This design comes from an exercise in tuning for small area and a short achievable clock period on the open sky130 flow, not from production work. The RTL was checked by simulation tests, not by an equivalence proof against the original design. Power and IR drop assume default switching activity.

==> job 5098 <==
Design ycbcr_rgb_color_convert, start of the top module:
module ycbcr_rgb_color_convert
(
	input  logic                  clk,
	input  logic                  arst_n,
	input  logic                  start,
	output logic                  busy,
	input  logic [COMP_W-1:0]     comp0,
	input  logic [COMP_W-1:0]     comp1,
	input  logic [COMP_W-1:0]     comp2,
	input  logic                  frame_end,
	output logic                  done,
	output logic [COMP_W-1:0]     out0,
	output logic [COMP_W-1:0]     out1,
	output logic [COMP_W-1:0]     out2,
	output logic                  last_pixel,
	input  logic                  cfg_wr_en,
	input  logic [CFG_IDX_W-1:0]  cfg_index,
	input  logic [CFG_DATA_W-1:0] cfg_data
);
Settings: LEC_CHECK=0, CAP_MARGIN=20, CORE_MARGIN=2, CORE_UTILIZATION=55, PLACE_DENSITY=0.8, SETUP_SLACK_MARGIN=3.6, SLEW_MARGIN=20, SYNTH_HIERARCHICAL=1; clock period 6.5 ns.
standard.sh (not shown) runs the stock make flow with config.mk's settings and CLKGATE_MAP_FILE= SYNTH_SCRIPT=/design/flow/synth_recipe.tcl, a recipe that flattens the netlist after the stock synthesis.
==> flow/flow/run.sh <==
#!/bin/bash
# Layout flow: the standard ORFS flow (standard.sh, unchanged synthesis), with plain buffers
# (buf_1) instead of the default delay-cell buffers on the input and output ports. Each tool's
# full output is kept: ORFS's per-step logs under orfs/logs/, and make's own output in
# flow_make.log in this folder.
set -euo pipefail
bash standard.sh "BUFFER_PORTS_ARGS=-buffer_cell sky130_fd_sc_hd__buf_1" finish > flow_make.log 2>&1
test -s out/final.def
==> job 6205 (differences from job 5098) <==
--- a/flow/flow/run.sh
+++ b/flow/flow/run.sh
@@ -5,4 +5,4 @@
 # flow_make.log in this folder.
 set -euo pipefail
-bash standard.sh "BUFFER_PORTS_ARGS=-buffer_cell sky130_fd_sc_hd__buf_1" finish > flow_make.log 2>&1
+bash standard.sh "BUFFER_PORTS_ARGS=-buffer_cell sky130_fd_sc_hd__buf_1" RECOVER_POWER=100 finish > flow_make.log 2>&1
 test -s out/final.def
--- a/flow/config.mk
+++ b/flow/config.mk
@@ -8,6 +8,6 @@
 export CAP_MARGIN = 20
 export CORE_MARGIN = 2
-export CORE_UTILIZATION = 55
-export PLACE_DENSITY = 0.8
+export CORE_UTILIZATION = 40
+export CTS_BUF_LIST = sky130_fd_sc_hd__clkbuf_8
 export SETUP_SLACK_MARGIN = 3.6
 export SLEW_MARGIN = 20
==> job 8333 (differences from job 5098) <==
--- a/flow/config.mk
+++ b/flow/config.mk
@@ -8,7 +8,7 @@
 export CAP_MARGIN = 20
 export CORE_MARGIN = 2
-export CORE_UTILIZATION = 55
-export PLACE_DENSITY = 0.8
-export SETUP_SLACK_MARGIN = 3.6
+export CORE_UTILIZATION = 40
+export CTS_BUF_LIST = sky130_fd_sc_hd__clkbuf_8
+export SETUP_SLACK_MARGIN = 3.7
 export SLEW_MARGIN = 20
 export SYNTH_HIERARCHICAL = 1
==> impl_metrics.py <==
metrics = {
    "status": {
        "status": "timing/DRC/antenna clean",
    },
    "global_routing": {
        "grt_usage": 0.207,
        "grt_pass1_wl_microns": 53900,
    },
    "final_layout": {
        "layout-drive-gt1-share": 0.155,
        "multi_input_area_sq_um": 9330,
        "layout.cells.non_filler": 1824,
        "seq_share": 0.241,
        "register_area_sq_um": 3580,
    },
    "timing": {
        "drv_slew": 0,
        "clock_skew_ns": 0.0221,
        "max_freq_mhz": 353,
    },
    "placement": {
        "dpl_cell_area_sq_um": 13900,
        "dp_hpwl_microns": 25200,
    },
    "route": {
        "vias": 9534,
        "wl_met2_microns": 15600,
    },
    "pwr": {
        "p_leak_nw": 6.51,
        "p_clk_mw": 0.822,
    },
    "cts": {
        "cts_resized": 51,
        "root_buffer": "clkbuf_8",
    },
    "critical_path": {
        "worstSetupStartpoint": "u_ch0.u_dsel0.q$_DFF_P_",
    },
    "die": {
        "die_x_microns": 185,
    },
}
-- figures above: job 8333

==> impl_metrics.py <==
metrics = {
    "timing": {
        "clock_skew_ns": 0.0253,
        "drv_slew": 40,
        "max_freq_mhz": 250,
    },
    "status": {
        "failed_checks": "max-capacitance violations, max-slew violations",
        "status": "finished with violations",
    },
    "flow_run": {
        "cap_violations": 1,
    },
    "route": {
        "vias": 9568,
    },
    "final_layout": {
        "register_area_sq_um": 3560,
        "multi_input_area_sq_um": 9290,
    },
    "placement": {
        "dpl_cell_area_sq_um": 13800,
    },
}
-- figures above: job 6205

==> impl_metrics.py <==
metrics = {
    "placement": {
        "dpl_cell_area_sq_um": 13700,
    },
    "critical_path": {
        "worstSetupStartpoint": "u_ch0.u_dsel0.q$_DFF_P_",
    },
    "final_layout": {
        "multi_input_area_sq_um": 9310,
        "layout-drive-gt1-share": 0.147,
        "register_area_sq_um": 3570,
    },
    "route": {
        "wl_met2_microns": 16000,
        "vias": 9992,
    },
    "die": {
        "die_x_microns": 159,
    },
    "pwr": {
        "p_clk_mw": 1.06,
    },
    "cts": {
        "root_buffer": "clkbuf_16",
    },
    "status": {
        "status": "timing/DRC/antenna clean",
    },
    "timing": {
        "clock_skew_ns": 0.0141,
    },
}
-- figures above: job 5098


==> inputs of juniper <==
Starting RTL as in the previous note.
clock: 6.5 ns
lec_check: 0
cap_margin: 20
core_margin: 2
core_utilization: 40
cts_buf_list: sky130_fd_sc_hd__clkbuf_8
setup_slack_margin: 3.6
slew_margin: 20
synth_hierarchical: 1
tns_end_percent: 5
==> flow/flow/run.sh <==
#!/bin/bash
# Layout flow: the standard ORFS flow (standard.sh, unchanged synthesis), with plain buffers
# (buf_1) instead of the default delay-cell buffers on the input and output ports. Each tool's
# full output is kept: ORFS's per-step logs under orfs/logs/, and make's own output in
# flow_make.log in this folder.
set -euo pipefail
bash standard.sh "BUFFER_PORTS_ARGS=-buffer_cell sky130_fd_sc_hd__buf_1" finish > flow_make.log 2>&1
test -s out/final.def
==> indigo (differences from juniper) <==
--- a/flow/config.mk
+++ b/flow/config.mk
@@ -8,8 +8,6 @@
 export CAP_MARGIN = 20
 export CORE_MARGIN = 2
-export CORE_UTILIZATION = 40
-export CTS_BUF_LIST = sky130_fd_sc_hd__clkbuf_8
+export CORE_UTILIZATION = 55
 export SETUP_SLACK_MARGIN = 3.6
 export SLEW_MARGIN = 20
 export SYNTH_HIERARCHICAL = 1
-export TNS_END_PERCENT = 5
==> impl_metrics.ini <==
[drt]
routed-wl-met2_um = 15300
route.vias.total = 9344
detailed_routing_wirelength_on_met1_um = 15400

[finish]
layout.clock.cell_area_share = 0.0302
final_cell_mix = sky130_fd_sc_hd__fa_1 (170), sky130_fd_sc_hd__dfxtp_1 (142), sky130_fd_sc_hd__nand2_1 (117)
non_clock_buffer_area_share = 0.0314
layout.cell_area.non_filler_sq_um = 14500

[timing]
finClkSkew_ns = 0.0147

[die]
rows = 66

[power_and_ir_drop]
vdd_ir_drop_max_mv = 0.240

[status]
status = timing/DRC/antenna clean
-- figures above: juniper

==> impl_metrics.ini <==
[status]
status = timing/DRC/antenna clean

[power_and_ir_drop]
net-switching-power_mw = 4.21
vdd_ir_drop_max_mv = 0.306

[finish]
final-seq-area_sq_um = 3590
non_clock_buffer_area_share = 0.0396
layout.clock.cell_area_share = 0.0395
layout.cell_area.non_filler_sq_um = 14800

[clock_network]
cts_buffer_count = 17

[drt]
detailed_routing_wirelength_on_met1_um = 15200
route.vias.total = 9527

[worst_hold_path]
min_to = last_pixel

[timing]
hold_viol = 0
rsz_0062_raised_after_global_routing = true

[setup_path]
path_max_fanout = 11
-- figures above: indigo

port drivers added, routing unchanged:
The flow's constraints put no driver on any port. The routed layouts listed below were extracted and timed again, unchanged, in two steps.
Step 1, drivers: a clkbuf_16 drives clk and a buf_2 each remaining input, both assumed.
Step 2 also shifts input and output timing later by t, the mid clock arrival at the registers, as if the neighbouring blocks saw the same clock.
Three values: ideal ports, drivers, drivers and shift; two values: the first two.
run | t (ns) | setup slack, ns | worst setup path at the end | worst register clock-pin slew, ns | cell pins on the clock port's net
job 5098 | 0.484 | 3.574 / 3.574 / 3.238 | input to register | 0.08 / 0.08 | 1
job 6205 | 0.528 | 2.496 / 2.496 / 2.496 | register to register | 0.12 / 0.12 | 1
job 8333 | 0.546 | 3.667 / 3.667 / 3.253 | input to register | 0.12 / 0.12 | 1
juniper | 0.530 | 3.540 / 3.540 / 3.178 | input to register | 0.11 / 0.11 | 1
indigo | 0.477 | 3.627 / 3.627 / 3.231 | input to register | 0.09 / 0.09 | 1
For job 8333, which loses most, drivers alone change the setup slack by 0.000 ns; drivers and shift together by -0.414 ns.
